Context: an optimization exercise on an open-source flow, tuned for small area and a short achievable clock period. The choices shown serve that exercise and are no tape-out recipe. RTL that was checked went through simulation tests only; none was proved equivalent to the original. No driver is modelled on the clock port, so clocking that relies on it looks cheaper here than on a real chip.

==> inputs of job 4130 <==
==> flow/design.v <==
package data_mem_pkg;
  localparam int DEF_DATA_W  = 8;
  localparam int DEF_ADDR_W  = 8;
  localparam int DEF_DEPTH   = 256;
  localparam int DEF_LATENCY = 10;
  localparam int LONG_L  = 10;
  localparam int SHORT_L = 8;
  localparam int LONG_R  = 24;
  localparam int SHORT_R = 2;
  localparam int RINGS   = LONG_R + SHORT_R;
endpackage
module data_mem_array #(
  parameter int W  = data_mem_pkg::DEF_DATA_W + 1,
  parameter int LL = data_mem_pkg::LONG_L,
  parameter int LR = data_mem_pkg::LONG_R,
  parameter int SL = data_mem_pkg::SHORT_L,
  parameter int SR = data_mem_pkg::SHORT_R
) (
  input  logic                 clk,
  input  logic                 clr_i,    
  input  logic [LR+SR-1:0]     we_i,     
  input  logic [W-1:0]         wdata_i,
  output logic [(LR+SR)*W-1:0] taps_o    
);
  for (genvar r = 0; r < LR + SR; r++) begin : g_ring
    localparam int L = (r < LR) ? LL : SL;
    logic [(L-1)*W-1:0] st_q;
    logic [W-1:0]       ins;
    assign ins = we_i[r] ? wdata_i : (clr_i ? '0 : taps_o[r*W +: W]);
    always_ff @(posedge clk) begin
      {taps_o[r*W +: W], st_q} <= {st_q, ins};
    end
  end
endmodule
module data_mem_lat
#(
  parameter int DATA_W  = data_mem_pkg::DEF_DATA_W,
  parameter int ADDR_W  = data_mem_pkg::DEF_ADDR_W,
  parameter int DEPTH   = data_mem_pkg::DEF_DEPTH,
  parameter int LATENCY = data_mem_pkg::DEF_LATENCY
) (
  input  logic              clk,
  input  logic              rst,
  input  logic              read,
  input  logic              write,
  input  logic [ADDR_W-1:0] address,
  input  logic [DATA_W-1:0] write_data,
  input  logic              parity_inj,
  output logic [DATA_W-1:0] read_data,
  output logic              busy_wait,
  output logic              err,
  output logic              parity_err
);
  localparam int LL = data_mem_pkg::LONG_L;
  localparam int SL = data_mem_pkg::SHORT_L;
  localparam int LR = data_mem_pkg::LONG_R;
  localparam int SR = data_mem_pkg::SHORT_R;
  localparam int R  = data_mem_pkg::RINGS;
  localparam int W  = DATA_W + 1;
  localparam int CNT_W = $clog2(LATENCY);
  localparam logic [CNT_W-1:0] CNT_LAST = CNT_W'(LATENCY - 1);
  logic             idle_q, busy_q, done_q;
  logic [CNT_W-1:0] cnt_q;
  logic [3:0]       phl_q;      
  logic [2:0]       phs_q;      
  logic             sweep_q;    
  logic             wr_q;
  logic [4:0]       ring_q;     
  logic             short_q;    
  logic [3:0]       tgt_q;      
  logic [DATA_W-1:0] wd_q;      
  logic             inj_q;      
  logic [DATA_W-1:0] rdata_q;
  logic             perr_q;
  logic             err_q;
  logic             hit_q;      
  logic             req_valid, accept, last;
  logic             busy_d;
  logic [3:0]       phl_d;
  logic [2:0]       phs_d;
  logic [4:0]       ring_a;
  logic             short_a;
  logic [3:0]       tgt_a;
  logic             short_d;
  logic [3:0]       tgt_d;
  logic [R-1:0]     rsel, we;
  logic [R*W-1:0]   taps;
  logic [W-1:0]     tap, rword;
  assign req_valid = read ^ write;
  assign accept    = idle_q & req_valid;
  data_mem_busy u_busy (
    .rst    (rst),
    .read   (read),
    .write  (write),
    .idle_i (idle_q),
    .busy_i (busy_q),
    .busy_o (busy_wait)
  );
  assign last = busy_q && (cnt_q == CNT_LAST);
  always_ff @(posedge clk or posedge rst) begin
    if (rst) begin
      idle_q <= 1'b1;
      busy_q <= 1'b0;
      done_q <= 1'b0;
      cnt_q  <= '0;
    end else begin
      if (accept) begin
        idle_q <= 1'b0;
        busy_q <= 1'b1;
      end else if (last) begin
        busy_q <= 1'b0;
        done_q <= 1'b1;
      end else if (done_q) begin
        done_q <= 1'b0;
        idle_q <= 1'b1;
      end
      cnt_q <= busy_q ? cnt_q + 1'b1 : '0;
    end
  end
  assign phl_d = (phl_q == 4'(LL - 1)) ? '0 : phl_q + 1'b1;
  assign phs_d = phs_q + 1'b1;
  always_ff @(posedge clk or posedge rst) begin
    if (rst) begin
      phl_q   <= '0;
      phs_q   <= '0;
      sweep_q <= 1'b1;
    end else begin
      phl_q <= phl_d;
      phs_q <= phs_d;
      if (phl_q == 4'(LL - 1)) sweep_q <= 1'b0;
    end
  end
  always_comb begin
    if (address[7:6] != 2'b11) begin
      ring_a  = address[7:3];
      short_a = 1'b0;
      tgt_a   = 4'(LL - 1) - {1'b0, address[2:0]};
    end else if (address[5:4] != 2'b11) begin
      ring_a  = {address[5:3], address[2:1]};
      short_a = 1'b0;
      tgt_a   = address[0] ? 4'd0 : 4'd1;
    end else begin
      ring_a  = 5'(LR) + {4'd0, address[3]};
      short_a = 1'b1;
      tgt_a   = {1'b0, ~address[2:0]};
    end
  end
  assign busy_d  = accept | (busy_q & ~last);
  assign short_d = idle_q ? short_a : short_q;
  assign tgt_d   = idle_q ? tgt_a : tgt_q;
  always_ff @(posedge clk or posedge rst) begin
    if (rst) hit_q <= 1'b0;
    else     hit_q <= busy_d && (short_d ? ({1'b0, phs_d} == tgt_d) : (phl_d == tgt_d));
  end
  always_ff @(posedge clk) begin
    if (idle_q) begin
      wr_q    <= write;
      ring_q  <= ring_a;
      short_q <= short_a;
      tgt_q   <= tgt_a;
      wd_q    <= write_data;
      inj_q   <= parity_inj;
    end else if (hit_q && !wr_q) begin
      {inj_q, wd_q} <= rword;
    end
  end
  always_comb begin
    for (int r = 0; r < R; r++) rsel[r] = (ring_q == 5'(r));
  end
  assign we = rsel & {R{hit_q & wr_q}};
  data_mem_array u_array (
    .clk     (clk),
    .clr_i   (sweep_q),
    .we_i    (we),
    .wdata_i ({inj_q, wd_q}),
    .taps_o  (taps)
  );
  always_comb begin
    tap = '0;
    for (int r = 0; r < R; r++) tap |= taps[r*W +: W] & {W{rsel[r]}};
  end
  assign rword = sweep_q ? '0 : tap;
  always_ff @(posedge clk or posedge rst) begin
    if (rst) begin
      rdata_q <= '0;
      perr_q  <= 1'b0;
      err_q   <= 1'b0;
    end else begin
      if (last && !wr_q) rdata_q <= hit_q ? rword[DATA_W-1:0] : wd_q;
      perr_q <= last && !wr_q && (hit_q ? rword[W-1] : inj_q);
      err_q  <= idle_q && read && write;
    end
  end
  assign read_data  = rdata_q;
  assign err        = err_q;
  assign parity_err = perr_q;
endmodule
module data_mem_busy (
  input  logic rst,
  input  logic read,
  input  logic write,
  input  logic idle_i,
  input  logic busy_i,
  output logic busy_o
);
  assign busy_o = busy_i | (idle_i & ~rst & (read ^ write));
endmodule
==> flow/flow/run.sh <==
#!/bin/bash
# Layout flow: the standard layout (standard.sh), with these changes:
# - synthesis keeps the storage module data_mem_array and the small module
#   data_mem_busy (the combinational busy_wait, an input-to-output path)
#   apart until the final flatten; ABC maps data_mem_array for area
#   (flow/synth_area.tcl, flow/abc_area_map.script) and the rest as usual,
#   data_mem_busy by itself rather than merged with the request logic;
# - clock tree synthesis inserts no dummy loads;
# - the port buffers start as the smallest buffer (repair upsizes them).
# Registers, their names and cell types are those of the standard synthesis.
set -euo pipefail
here=$(pwd)
export FLOW_ABC_SCRIPT="$here/flow/abc_area_map.script"
bash standard.sh SYNTH_SCRIPT="$here/flow/synth_area.tcl" \
  "SYNTH_KEEP_MODULES=data_mem_array data_mem_busy" \
  "CTS_ARGS=-sink_clustering_enable -repair_clock_nets -sink_clustering_size 32 -sink_clustering_max_diameter 70 -dont_use_dummy_load" \
  "BUFFER_PORTS_ARGS=-buffer_cell sky130_fd_sc_hd__buf_1" \
  finish > "$here/run_standard.log" 2>&1
==> flow/flow/abc_area_map.script <==
strash
dch -f
map -a
topo
stime -c
==> flow/flow/synth_area.tcl <==
# synth_recipe.tcl (the standard synthesis), except that ABC maps the
# storage module data_mem_array, kept as its own module until the final
# flatten (SYNTH_KEEP_MODULES), for area with flow/abc_area_map.script.
# The rest of the design gets the standard mapping. Registers, their names
# and cell types are those of the standard synthesis.
proc synth {args} { yosys synth -nofsm -noshare {*}$args }
proc abc {args} {
  set area $args
  set i [lsearch -exact $area -script]
  lset area [expr {$i + 1}] $::env(FLOW_ABC_SCRIPT)
  yosys abc {*}$area data_mem_array
  yosys abc {*}$args
}
source $::env(SCRIPTS_DIR)/synth.tcl
# left out here: clear keep_hierarchy, flatten, clean up, hide names made inside functions, write 1_2_yosys.v
==> flow/standard.sh <==
#!/bin/bash
# synth_recipe.tcl (not shown) runs the flow's synth.tcl, then flattens the netlist and writes it again
# the make line also repeats each setting of config.mk as NAME=value (left out here)
make -C /OpenROAD-flow-scripts/flow DESIGN_CONFIG=/design/flow/config.mk WORK_HOME=/design/flow/orfs CLKGATE_MAP_FILE= SYNTH_SCRIPT=/design/flow/synth_recipe.tcl "${@:-finish}"
==> flow/config.mk <==
export PLATFORM = sky130hd
export DESIGN_NAME = data_mem_lat
export DESIGN_NICKNAME = data_mem_lat
export VERILOG_FILES = /design/flow/design.v
export SDC_FILE = /design/flow/constraint.sdc
export NUM_CORES = 4
export LEC_CHECK = 0
export ABC_AREA = 1
export CAP_MARGIN = 20
export CORE_MARGIN = 2
export CORE_UTILIZATION = 65
export CTS_CLUSTER_DIAMETER = 70
export CTS_CLUSTER_SIZE = 32
export SETUP_SLACK_MARGIN = 4.4
export SLEW_MARGIN = 40
==> flow/constraint.sdc <==
create_clock -name core_clock -period 7.5 [get_ports {clk}]
set_input_delay 1.5000 -clock core_clock [delete_from_list [all_inputs] [get_ports {clk}]]
set_output_delay 1.5000 -clock core_clock [all_outputs]
set_load 0.01 [all_outputs]
==> job 6950 (differences from job 4130) <==
--- a/flow/design.v
+++ b/flow/design.v
@@ -10,11 +10,11 @@
   localparam int RINGS   = LONG_R + SHORT_R;
 endpackage
 module data_mem_array #(
-  parameter int W  = data_mem_pkg::DEF_DATA_W + 1,
-  parameter int LL = data_mem_pkg::LONG_L,
-  parameter int LR = data_mem_pkg::LONG_R,
-  parameter int SL = data_mem_pkg::SHORT_L,
-  parameter int SR = data_mem_pkg::SHORT_R
+  parameter int W  = 9,
+  parameter int LL = 10,
+  parameter int LR = 24,
+  parameter int SL = 8,
+  parameter int SR = 2
 ) (
   input  logic                 clk,
   input  logic                 clr_i,    
@@ -24,12 +24,13 @@
 );
   for (genvar r = 0; r < LR + SR; r++) begin : g_ring
     localparam int L = (r < LR) ? LL : SL;
-    logic [(L-1)*W-1:0] st_q;
-    logic [W-1:0]       ins;
-    assign ins = we_i[r] ? wdata_i : (clr_i ? '0 : taps_o[r*W +: W]);
+    logic [L*W-1:0] st_q;
+    logic [W-1:0]   ins;
+    assign ins = we_i[r] ? wdata_i : (clr_i ? '0 : st_q[L*W-1 -: W]);
     always_ff @(posedge clk) begin
-      {taps_o[r*W +: W], st_q} <= {st_q, ins};
-    end
+      st_q <= {st_q[(L-1)*W-1:0], ins};
+    end
+    assign taps_o[r*W +: W] = st_q[L*W-1 -: W];
   end
 endmodule
 module data_mem_lat
@@ -168,7 +169,13 @@
     for (int r = 0; r < R; r++) rsel[r] = (ring_q == 5'(r));
   end
   assign we = rsel & {R{hit_q & wr_q}};
-  data_mem_array u_array (
+  data_mem_array #(
+    .W  (W),
+    .LL (LL),
+    .LR (LR),
+    .SL (SL),
+    .SR (SR)
+  ) u_array (
     .clk     (clk),
     .clr_i   (sweep_q),
     .we_i    (we),
==> flow/flow/run.sh (replaced) <==
#!/bin/bash
# Layout flow: the standard layout (standard.sh), with two changes:
# - synthesis keeps the small module data_mem_busy (the combinational
#   busy_wait, an input-to-output path) apart until the final flatten, so
#   that ABC maps it by itself rather than merged with the request logic;
# - clock tree synthesis inserts no dummy loads.
# Registers, their names and cell types are those of the standard synthesis.
set -euo pipefail
here=$(pwd)
bash standard.sh SYNTH_KEEP_MODULES=data_mem_busy \
  "CTS_ARGS=-sink_clustering_enable -repair_clock_nets -sink_clustering_size 32 -sink_clustering_max_diameter 70 -dont_use_dummy_load" \
  finish > "$here/run_standard.log" 2>&1
--- a/flow/config.mk
+++ b/flow/config.mk
@@ -11,5 +11,5 @@
 export CORE_UTILIZATION = 65
 export CTS_CLUSTER_DIAMETER = 70
 export CTS_CLUSTER_SIZE = 32
-export SETUP_SLACK_MARGIN = 4.4
+export SETUP_SLACK_MARGIN = 4.0
 export SLEW_MARGIN = 40
removed: flow/flow/abc_area_map.script
removed: flow/flow/synth_area.tcl
==> job 7819 (differences from job 4130) <==
--- a/flow/design.v
+++ b/flow/design.v
@@ -10,11 +10,11 @@
   localparam int RINGS   = LONG_R + SHORT_R;
 endpackage
 module data_mem_array #(
-  parameter int W  = data_mem_pkg::DEF_DATA_W + 1,
-  parameter int LL = data_mem_pkg::LONG_L,
-  parameter int LR = data_mem_pkg::LONG_R,
-  parameter int SL = data_mem_pkg::SHORT_L,
-  parameter int SR = data_mem_pkg::SHORT_R
+  parameter int W  = 9,
+  parameter int LL = 10,
+  parameter int LR = 24,
+  parameter int SL = 8,
+  parameter int SR = 2
 ) (
   input  logic                 clk,
   input  logic                 clr_i,    
@@ -24,12 +24,13 @@
 );
   for (genvar r = 0; r < LR + SR; r++) begin : g_ring
     localparam int L = (r < LR) ? LL : SL;
-    logic [(L-1)*W-1:0] st_q;
-    logic [W-1:0]       ins;
-    assign ins = we_i[r] ? wdata_i : (clr_i ? '0 : taps_o[r*W +: W]);
+    logic [L*W-1:0] st_q;
+    logic [W-1:0]   ins;
+    assign ins = we_i[r] ? wdata_i : (clr_i ? '0 : st_q[L*W-1 -: W]);
     always_ff @(posedge clk) begin
-      {taps_o[r*W +: W], st_q} <= {st_q, ins};
-    end
+      st_q <= {st_q[(L-1)*W-1:0], ins};
+    end
+    assign taps_o[r*W +: W] = st_q[L*W-1 -: W];
   end
 endmodule
 module data_mem_lat
@@ -168,7 +169,13 @@
     for (int r = 0; r < R; r++) rsel[r] = (ring_q == 5'(r));
   end
   assign we = rsel & {R{hit_q & wr_q}};
-  data_mem_array u_array (
+  data_mem_array #(
+    .W  (W),
+    .LL (LL),
+    .LR (LR),
+    .SL (SL),
+    .SR (SR)
+  ) u_array (
     .clk     (clk),
     .clr_i   (sweep_q),
     .we_i    (we),
==> flow/flow/run.sh (replaced) <==
#!/bin/bash
# Layout flow: the standard layout (standard.sh), with these changes:
# - synthesis keeps the small module data_mem_busy (the combinational
#   busy_wait, an input-to-output path) apart until the final flatten, so
#   that ABC maps it by itself rather than merged with the request logic;
# - clock tree synthesis inserts no dummy loads;
# - the port buffers start as the smallest buffer (repair upsizes them).
# Registers, their names and cell types are those of the standard synthesis.
set -euo pipefail
here=$(pwd)
bash standard.sh SYNTH_KEEP_MODULES=data_mem_busy \
  "CTS_ARGS=-sink_clustering_enable -repair_clock_nets -sink_clustering_size 32 -sink_clustering_max_diameter 70 -dont_use_dummy_load" \
  "BUFFER_PORTS_ARGS=-buffer_cell sky130_fd_sc_hd__buf_1" \
  finish > "$here/run_standard.log" 2>&1
--- a/flow/config.mk
+++ b/flow/config.mk
@@ -12,4 +12,4 @@
 export CTS_CLUSTER_DIAMETER = 70
 export CTS_CLUSTER_SIZE = 32
 export SETUP_SLACK_MARGIN = 4.4
-export SLEW_MARGIN = 40
+export SLEW_MARGIN = 20
removed: flow/flow/abc_area_map.script
removed: flow/flow/synth_area.tcl
==> summary.txt <==
In non-clock buffer count, job 7819 and job 4130 do not differ. Job 4130 completed with no timing, DRC or antenna violations. Job 6950 produced a clean layout. Job 7819 finished with timing, DRC and antenna clean. Worst setup slack, lowest first: job 6950, job 7819, job 4130. Sequential share of layout area: job 6950 is lower than job 7819 (0.29 points). Maximum frequency: job 4130 > job 7819 > job 6950.
No functional check of the RTL was part of job 4130.

---

==> run X: inputs <==
data_mem_lat, a different RTL version from the one above (not shown whole).
clock: 7.5 ns
lec_check: 0
abc_area: 1
cap_margin: 20
core_margin: 2
core_utilization: 65
cts_cluster_diameter: 70
cts_cluster_size: 32
setup_slack_margin: 4.0
slew_margin: 40
standard.sh (not shown) runs the stock make flow with config.mk's settings and CLKGATE_MAP_FILE= SYNTH_SCRIPT=/design/flow/synth_recipe.tcl, a recipe that flattens the netlist after the stock synthesis.
==> flow/flow/run.sh <==
#!/bin/bash
# Layout flow: the standard layout (standard.sh), except in synthesis:
# the storage module data_mem_array is kept apart until the final flatten
# and ABC maps it for area (flow/synth_area.tcl, flow/abc_area_map.script).
# Registers, their names and cell types are those of the standard synthesis.
set -euo pipefail
here=$(pwd)
export FLOW_ABC_SCRIPT="$here/flow/abc_area_map.script"
bash standard.sh SYNTH_SCRIPT="$here/flow/synth_area.tcl" SYNTH_KEEP_MODULES=data_mem_array finish > "$here/run_standard.log" 2>&1
==> flow/flow/abc_area_map.script <==
strash
dch -f
map -a
topo
stime -c
==> flow/flow/synth_area.tcl <==
# synth_recipe.tcl (the standard synthesis), except that ABC maps the
# storage module data_mem_array, kept as its own module until the final
# flatten (SYNTH_KEEP_MODULES), for area with flow/abc_area_map.script.
# The rest of the design gets the standard mapping. Registers, their names
# and cell types are those of the standard synthesis.
proc synth {args} { yosys synth -nofsm -noshare {*}$args }
proc abc {args} {
  set area $args
  set i [lsearch -exact $area -script]
  lset area [expr {$i + 1}] $::env(FLOW_ABC_SCRIPT)
  yosys abc {*}$area data_mem_array
  yosys abc {*}$args
}
source $::env(SCRIPTS_DIR)/synth.tcl
# left out here: clear keep_hierarchy, flatten, clean up, hide names made inside functions, write 1_2_yosys.v
==> run M: changes against run X <==
--- a/flow/design.v
+++ b/flow/design.v
@@ -7,35 +7,33 @@
   localparam int SHORT_L = 8;
   localparam int LONG_R  = 24;
   localparam int SHORT_R = 2;
   localparam int RINGS   = LONG_R + SHORT_R;
 endpackage
 module data_mem_array #(
-  parameter int W  = data_mem_pkg::DEF_DATA_W + 1,
-  parameter int LL = data_mem_pkg::LONG_L,
-  parameter int LR = data_mem_pkg::LONG_R,
-  parameter int SL = data_mem_pkg::SHORT_L,
-  parameter int SR = data_mem_pkg::SHORT_R
+  parameter int W  = 9,
+  parameter int LL = 10,
+  parameter int LR = 24,
+  parameter int SL = 8,
+  parameter int SR = 2
 ) (
   input  logic                 clk,
-  input  logic                 clr_l_i,  
-  input  logic                 clr_s_i,  
+  input  logic                 clr_i,    
   input  logic [LR+SR-1:0]     we_i,     
   input  logic [W-1:0]         wdata_i,
   output logic [(LR+SR)*W-1:0] taps_o    
 );
   for (genvar r = 0; r < LR + SR; r++) begin : g_ring
     localparam int L = (r < LR) ? LL : SL;
-    logic [(L-1)*W-1:0] st_q;
-    logic [W-1:0]       ins;
-    logic               hold;
-    assign hold = ~we_i[r] & ~((r < LR) ? clr_l_i : clr_s_i);
-    assign ins  = ~(({W{we_i[r]}} & wdata_i) | ({W{hold}} & taps_o[r*W +: W]));
+    logic [L*W-1:0] st_q;
+    logic [W-1:0]   ins;
+    assign ins = we_i[r] ? wdata_i : (clr_i ? '0 : st_q[L*W-1 -: W]);
     always_ff @(posedge clk) begin
-      {taps_o[r*W +: W], st_q} <= {st_q, ins};
-    end
+      st_q <= {st_q[(L-1)*W-1:0], ins};
+    end
+    assign taps_o[r*W +: W] = st_q[L*W-1 -: W];
   end
 endmodule
 module data_mem_lat
 #(
   parameter int DATA_W  = data_mem_pkg::DEF_DATA_W,
   parameter int ADDR_W  = data_mem_pkg::DEF_ADDR_W,
@@ -63,14 +61,12 @@
   localparam int CNT_W = $clog2(LATENCY);
   localparam logic [CNT_W-1:0] CNT_LAST = CNT_W'(LATENCY - 1);
   logic             idle_q, busy_q, done_q;
   logic [CNT_W-1:0] cnt_q;
   logic [3:0]       phl_q;      
   logic [2:0]       phs_q;      
-  logic             epl_q;      
-  logic             eps_q;      
   logic             sweep_q;    
   logic             wr_q;
   logic [4:0]       ring_q;     
   logic             short_q;    
   logic [3:0]       tgt_q;      
   logic [DATA_W-1:0] wd_q;      
@@ -88,16 +84,22 @@
   logic [3:0]       tgt_a;
   logic             short_d;
   logic [3:0]       tgt_d;
   logic [R-1:0]     rsel, we;
   logic [R*W-1:0]   taps;
   logic [W-1:0]     tap, rword;
-  logic             pol;
   assign req_valid = read ^ write;
   assign accept    = idle_q & req_valid;
-  assign busy_wait = busy_q | (idle_q & req_valid & ~rst);
+  data_mem_busy u_busy (
+    .rst    (rst),
+    .read   (read),
+    .write  (write),
+    .idle_i (idle_q),
+    .busy_i (busy_q),
+    .busy_o (busy_wait)
+  );
   assign last = busy_q && (cnt_q == CNT_LAST);
   always_ff @(posedge clk or posedge rst) begin
     if (rst) begin
       idle_q <= 1'b1;
       busy_q <= 1'b0;
       done_q <= 1'b0;
@@ -119,20 +121,16 @@
   assign phl_d = (phl_q == 4'(LL - 1)) ? '0 : phl_q + 1'b1;
   assign phs_d = phs_q + 1'b1;
   always_ff @(posedge clk or posedge rst) begin
     if (rst) begin
       phl_q   <= '0;
       phs_q   <= '0;
-      epl_q   <= 1'b0;
-      eps_q   <= 1'b0;
       sweep_q <= 1'b1;
     end else begin
       phl_q <= phl_d;
       phs_q <= phs_d;
-      if (phl_q == 4'(LL - 1)) epl_q <= ~epl_q;
-      if (phs_q == 3'(SL - 1)) eps_q <= ~eps_q;
       if (phl_q == 4'(LL - 1)) sweep_q <= 1'b0;
     end
   end
   always_comb begin
     if (address[7:6] != 2'b11) begin
       ring_a  = address[7:3];
@@ -168,26 +166,30 @@
     end
   end
   always_comb begin
     for (int r = 0; r < R; r++) rsel[r] = (ring_q == 5'(r));
   end
   assign we = rsel & {R{hit_q & wr_q}};
-  data_mem_array u_array (
+  data_mem_array #(
+    .W  (W),
+    .LL (LL),
+    .LR (LR),
+    .SL (SL),
+    .SR (SR)
+  ) u_array (
     .clk     (clk),
-    .clr_l_i (sweep_q),
-    .clr_s_i (sweep_q & ~eps_q),
+    .clr_i   (sweep_q),
     .we_i    (we),
-    .wdata_i ({inj_q, wd_q} ^ {W{pol}}),
+    .wdata_i ({inj_q, wd_q}),
     .taps_o  (taps)
   );
   always_comb begin
     tap = '0;
     for (int r = 0; r < R; r++) tap |= taps[r*W +: W] & {W{rsel[r]}};
   end
-  assign pol   = short_q ? eps_q : epl_q;
-  assign rword = sweep_q ? '0 : tap ^ {W{pol}};
+  assign rword = sweep_q ? '0 : tap;
   always_ff @(posedge clk or posedge rst) begin
     if (rst) begin
       rdata_q <= '0;
       perr_q  <= 1'b0;
       err_q   <= 1'b0;
     end else begin
@@ -197,6 +199,16 @@
     end
   end
   assign read_data  = rdata_q;
   assign err        = err_q;
   assign parity_err = perr_q;
 endmodule
+module data_mem_busy (
+  input  logic rst,
+  input  logic read,
+  input  logic write,
+  input  logic idle_i,
+  input  logic busy_i,
+  output logic busy_o
+);
+  assign busy_o = busy_i | (idle_i & ~rst & (read ^ write));
+endmodule
==> flow/flow/run.sh (replaced) <==
#!/bin/bash
# Layout flow: the standard layout (standard.sh), with two changes:
# - synthesis keeps the small module data_mem_busy (the combinational
#   busy_wait, an input-to-output path) apart until the final flatten, so
#   that ABC maps it by itself rather than merged with the request logic;
# - clock tree synthesis inserts no dummy loads;
# - the port buffers start as the smallest buffer (repair upsizes them).
# Registers, their names and cell types are those of the standard synthesis.
set -euo pipefail
here=$(pwd)
bash standard.sh SYNTH_KEEP_MODULES=data_mem_busy \
  "CTS_ARGS=-sink_clustering_enable -repair_clock_nets -sink_clustering_size 32 -sink_clustering_max_diameter 70 -dont_use_dummy_load" \
  "BUFFER_PORTS_ARGS=-buffer_cell sky130_fd_sc_hd__buf_1" \
  finish > "$here/run_standard.log" 2>&1
removed: flow/flow/abc_area_map.script
removed: flow/flow/synth_area.tcl
==> run R: changes against run X <==
--- a/flow/design.v
+++ b/flow/design.v
@@ -7,35 +7,33 @@
   localparam int SHORT_L = 8;
   localparam int LONG_R  = 24;
   localparam int SHORT_R = 2;
   localparam int RINGS   = LONG_R + SHORT_R;
 endpackage
 module data_mem_array #(
-  parameter int W  = data_mem_pkg::DEF_DATA_W + 1,
-  parameter int LL = data_mem_pkg::LONG_L,
-  parameter int LR = data_mem_pkg::LONG_R,
-  parameter int SL = data_mem_pkg::SHORT_L,
-  parameter int SR = data_mem_pkg::SHORT_R
+  parameter int W  = 9,
+  parameter int LL = 10,
+  parameter int LR = 24,
+  parameter int SL = 8,
+  parameter int SR = 2
 ) (
   input  logic                 clk,
-  input  logic                 clr_l_i,  
-  input  logic                 clr_s_i,  
+  input  logic                 clr_i,    
   input  logic [LR+SR-1:0]     we_i,     
   input  logic [W-1:0]         wdata_i,
   output logic [(LR+SR)*W-1:0] taps_o    
 );
   for (genvar r = 0; r < LR + SR; r++) begin : g_ring
     localparam int L = (r < LR) ? LL : SL;
-    logic [(L-1)*W-1:0] st_q;
-    logic [W-1:0]       ins;
-    logic               hold;
-    assign hold = ~we_i[r] & ~((r < LR) ? clr_l_i : clr_s_i);
-    assign ins  = ~(({W{we_i[r]}} & wdata_i) | ({W{hold}} & taps_o[r*W +: W]));
+    logic [L*W-1:0] st_q;
+    logic [W-1:0]   ins;
+    assign ins = we_i[r] ? wdata_i : (clr_i ? '0 : st_q[L*W-1 -: W]);
     always_ff @(posedge clk) begin
-      {taps_o[r*W +: W], st_q} <= {st_q, ins};
-    end
+      st_q <= {st_q[(L-1)*W-1:0], ins};
+    end
+    assign taps_o[r*W +: W] = st_q[L*W-1 -: W];
   end
 endmodule
 module data_mem_lat
 #(
   parameter int DATA_W  = data_mem_pkg::DEF_DATA_W,
   parameter int ADDR_W  = data_mem_pkg::DEF_ADDR_W,
@@ -63,14 +61,12 @@
   localparam int CNT_W = $clog2(LATENCY);
   localparam logic [CNT_W-1:0] CNT_LAST = CNT_W'(LATENCY - 1);
   logic             idle_q, busy_q, done_q;
   logic [CNT_W-1:0] cnt_q;
   logic [3:0]       phl_q;      
   logic [2:0]       phs_q;      
-  logic             epl_q;      
-  logic             eps_q;      
   logic             sweep_q;    
   logic             wr_q;
   logic [4:0]       ring_q;     
   logic             short_q;    
   logic [3:0]       tgt_q;      
   logic [DATA_W-1:0] wd_q;      
@@ -88,16 +84,22 @@
   logic [3:0]       tgt_a;
   logic             short_d;
   logic [3:0]       tgt_d;
   logic [R-1:0]     rsel, we;
   logic [R*W-1:0]   taps;
   logic [W-1:0]     tap, rword;
-  logic             pol;
   assign req_valid = read ^ write;
   assign accept    = idle_q & req_valid;
-  assign busy_wait = busy_q | (idle_q & req_valid & ~rst);
+  data_mem_busy u_busy (
+    .rst    (rst),
+    .read   (read),
+    .write  (write),
+    .idle_i (idle_q),
+    .busy_i (busy_q),
+    .busy_o (busy_wait)
+  );
   assign last = busy_q && (cnt_q == CNT_LAST);
   always_ff @(posedge clk or posedge rst) begin
     if (rst) begin
       idle_q <= 1'b1;
       busy_q <= 1'b0;
       done_q <= 1'b0;
@@ -119,20 +121,16 @@
   assign phl_d = (phl_q == 4'(LL - 1)) ? '0 : phl_q + 1'b1;
   assign phs_d = phs_q + 1'b1;
   always_ff @(posedge clk or posedge rst) begin
     if (rst) begin
       phl_q   <= '0;
       phs_q   <= '0;
-      epl_q   <= 1'b0;
-      eps_q   <= 1'b0;
       sweep_q <= 1'b1;
     end else begin
       phl_q <= phl_d;
       phs_q <= phs_d;
-      if (phl_q == 4'(LL - 1)) epl_q <= ~epl_q;
-      if (phs_q == 3'(SL - 1)) eps_q <= ~eps_q;
       if (phl_q == 4'(LL - 1)) sweep_q <= 1'b0;
     end
   end
   always_comb begin
     if (address[7:6] != 2'b11) begin
       ring_a  = address[7:3];
@@ -168,26 +166,30 @@
     end
   end
   always_comb begin
     for (int r = 0; r < R; r++) rsel[r] = (ring_q == 5'(r));
   end
   assign we = rsel & {R{hit_q & wr_q}};
-  data_mem_array u_array (
+  data_mem_array #(
+    .W  (W),
+    .LL (LL),
+    .LR (LR),
+    .SL (SL),
+    .SR (SR)
+  ) u_array (
     .clk     (clk),
-    .clr_l_i (sweep_q),
-    .clr_s_i (sweep_q & ~eps_q),
+    .clr_i   (sweep_q),
     .we_i    (we),
-    .wdata_i ({inj_q, wd_q} ^ {W{pol}}),
+    .wdata_i ({inj_q, wd_q}),
     .taps_o  (taps)
   );
   always_comb begin
     tap = '0;
     for (int r = 0; r < R; r++) tap |= taps[r*W +: W] & {W{rsel[r]}};
   end
-  assign pol   = short_q ? eps_q : epl_q;
-  assign rword = sweep_q ? '0 : tap ^ {W{pol}};
+  assign rword = sweep_q ? '0 : tap;
   always_ff @(posedge clk or posedge rst) begin
     if (rst) begin
       rdata_q <= '0;
       perr_q  <= 1'b0;
       err_q   <= 1'b0;
     end else begin
@@ -197,6 +199,16 @@
     end
   end
   assign read_data  = rdata_q;
   assign err        = err_q;
   assign parity_err = perr_q;
 endmodule
+module data_mem_busy (
+  input  logic rst,
+  input  logic read,
+  input  logic write,
+  input  logic idle_i,
+  input  logic busy_i,
+  output logic busy_o
+);
+  assign busy_o = busy_i | (idle_i & ~rst & (read ^ write));
+endmodule
==> flow/flow/run.sh (replaced) <==
#!/bin/bash
# Layout flow: the standard layout (standard.sh), with these changes:
# - synthesis keeps the small module data_mem_busy (the combinational
#   busy_wait, an input-to-output path) apart until the final flatten, so
#   that ABC maps it by itself rather than merged with the request logic;
# - clock tree synthesis inserts no dummy loads;
# - the port buffers start as the smallest buffer (repair upsizes them).
# Registers, their names and cell types are those of the standard synthesis.
set -euo pipefail
here=$(pwd)
bash standard.sh SYNTH_KEEP_MODULES=data_mem_busy \
  "CTS_ARGS=-sink_clustering_enable -repair_clock_nets -sink_clustering_size 32 -sink_clustering_max_diameter 70 -dont_use_dummy_load" \
  "BUFFER_PORTS_ARGS=-buffer_cell sky130_fd_sc_hd__buf_1" \
  finish > "$here/run_standard.log" 2>&1
--- a/flow/config.mk
+++ b/flow/config.mk
@@ -5,11 +5,11 @@
 export SDC_FILE = /design/flow/constraint.sdc
 export NUM_CORES = 4
 export LEC_CHECK = 0
 export ABC_AREA = 1
 export CAP_MARGIN = 20
 export CORE_MARGIN = 2
-export CORE_UTILIZATION = 65
+export CORE_UTILIZATION = 75
 export CTS_CLUSTER_DIAMETER = 70
 export CTS_CLUSTER_SIZE = 32
-export SETUP_SLACK_MARGIN = 4.0
+export SETUP_SLACK_MARGIN = 4.4
 export SLEW_MARGIN = 40
removed: flow/flow/abc_area_map.script
removed: flow/flow/synth_area.tcl
==> comparison <==
Run X finished clean. Run M completed with no timing, DRC or antenna violations. Run R finished clean. The lowest worst setup slack belongs to run X, the highest to run R. The highest global-route usage belongs to run R, the lowest to run M. Of run R and run X, run X has the higher flip-flop and latch count (gap 2). Utilization, lowest first: run M, run X, run R. Register-to-register slack, lowest first: run X, run M, run R.
For run X, only the layout was checked, not whether the RTL still works.

## afterwards: timing with drivers on the ports
Ports are ideal in the flow. The routed layouts listed here were re-timed in OpenROAD. Step 1: set_driving_cell puts a clkbuf_16 on clk and a buf_2 on each other input, an assumption about the parent block. Step 2 times the ports against the registers' clock, not the clock port: input delays grow and output delays shrink by t, the midpoint of the rising clock arrivals with the driver on. Slacks: ideal / step 1 / step 2; pairs: ideal / step 1.
| run | t (ns) | setup WS [ns] | hold WS [ns] | worst setup path at the end | worst slew at a driven data input, ns |
|---|---|---|---|---|---|
| job 4130 | 0.701 | 4.080 / 4.026 / 4.026 | 0.297 / 0.297 / 0.297 | input to output | 0.07 |
| job 6950 | 0.708 | 4.043 / 4.020 / 4.020 | 0.288 / 0.288 / 0.288 | input to output | 0.04 |
| job 7819 | 0.715 | 4.066 / 4.029 / 4.029 | 0.299 / 0.299 / 0.299 | input to output | 0.05 |
| run X | 0.739 | 3.874 / 3.835 / 3.835 | 0.321 / 0.321 / 0.321 | input to output | 0.06 |
| run M | 0.712 | 4.039 / 4.016 / 4.016 | 0.283 / 0.283 / 0.283 | input to output | 0.04 |
| run R | 0.714 | 4.071 / 4.038 / 4.038 | 0.283 / 0.283 / 0.283 | input to output | 0.05 |
After both steps every run listed still meets setup and hold. The setup slack of job 4130, which loses most, moves by -0.054 ns with the drivers and by -0.054 ns with both steps.
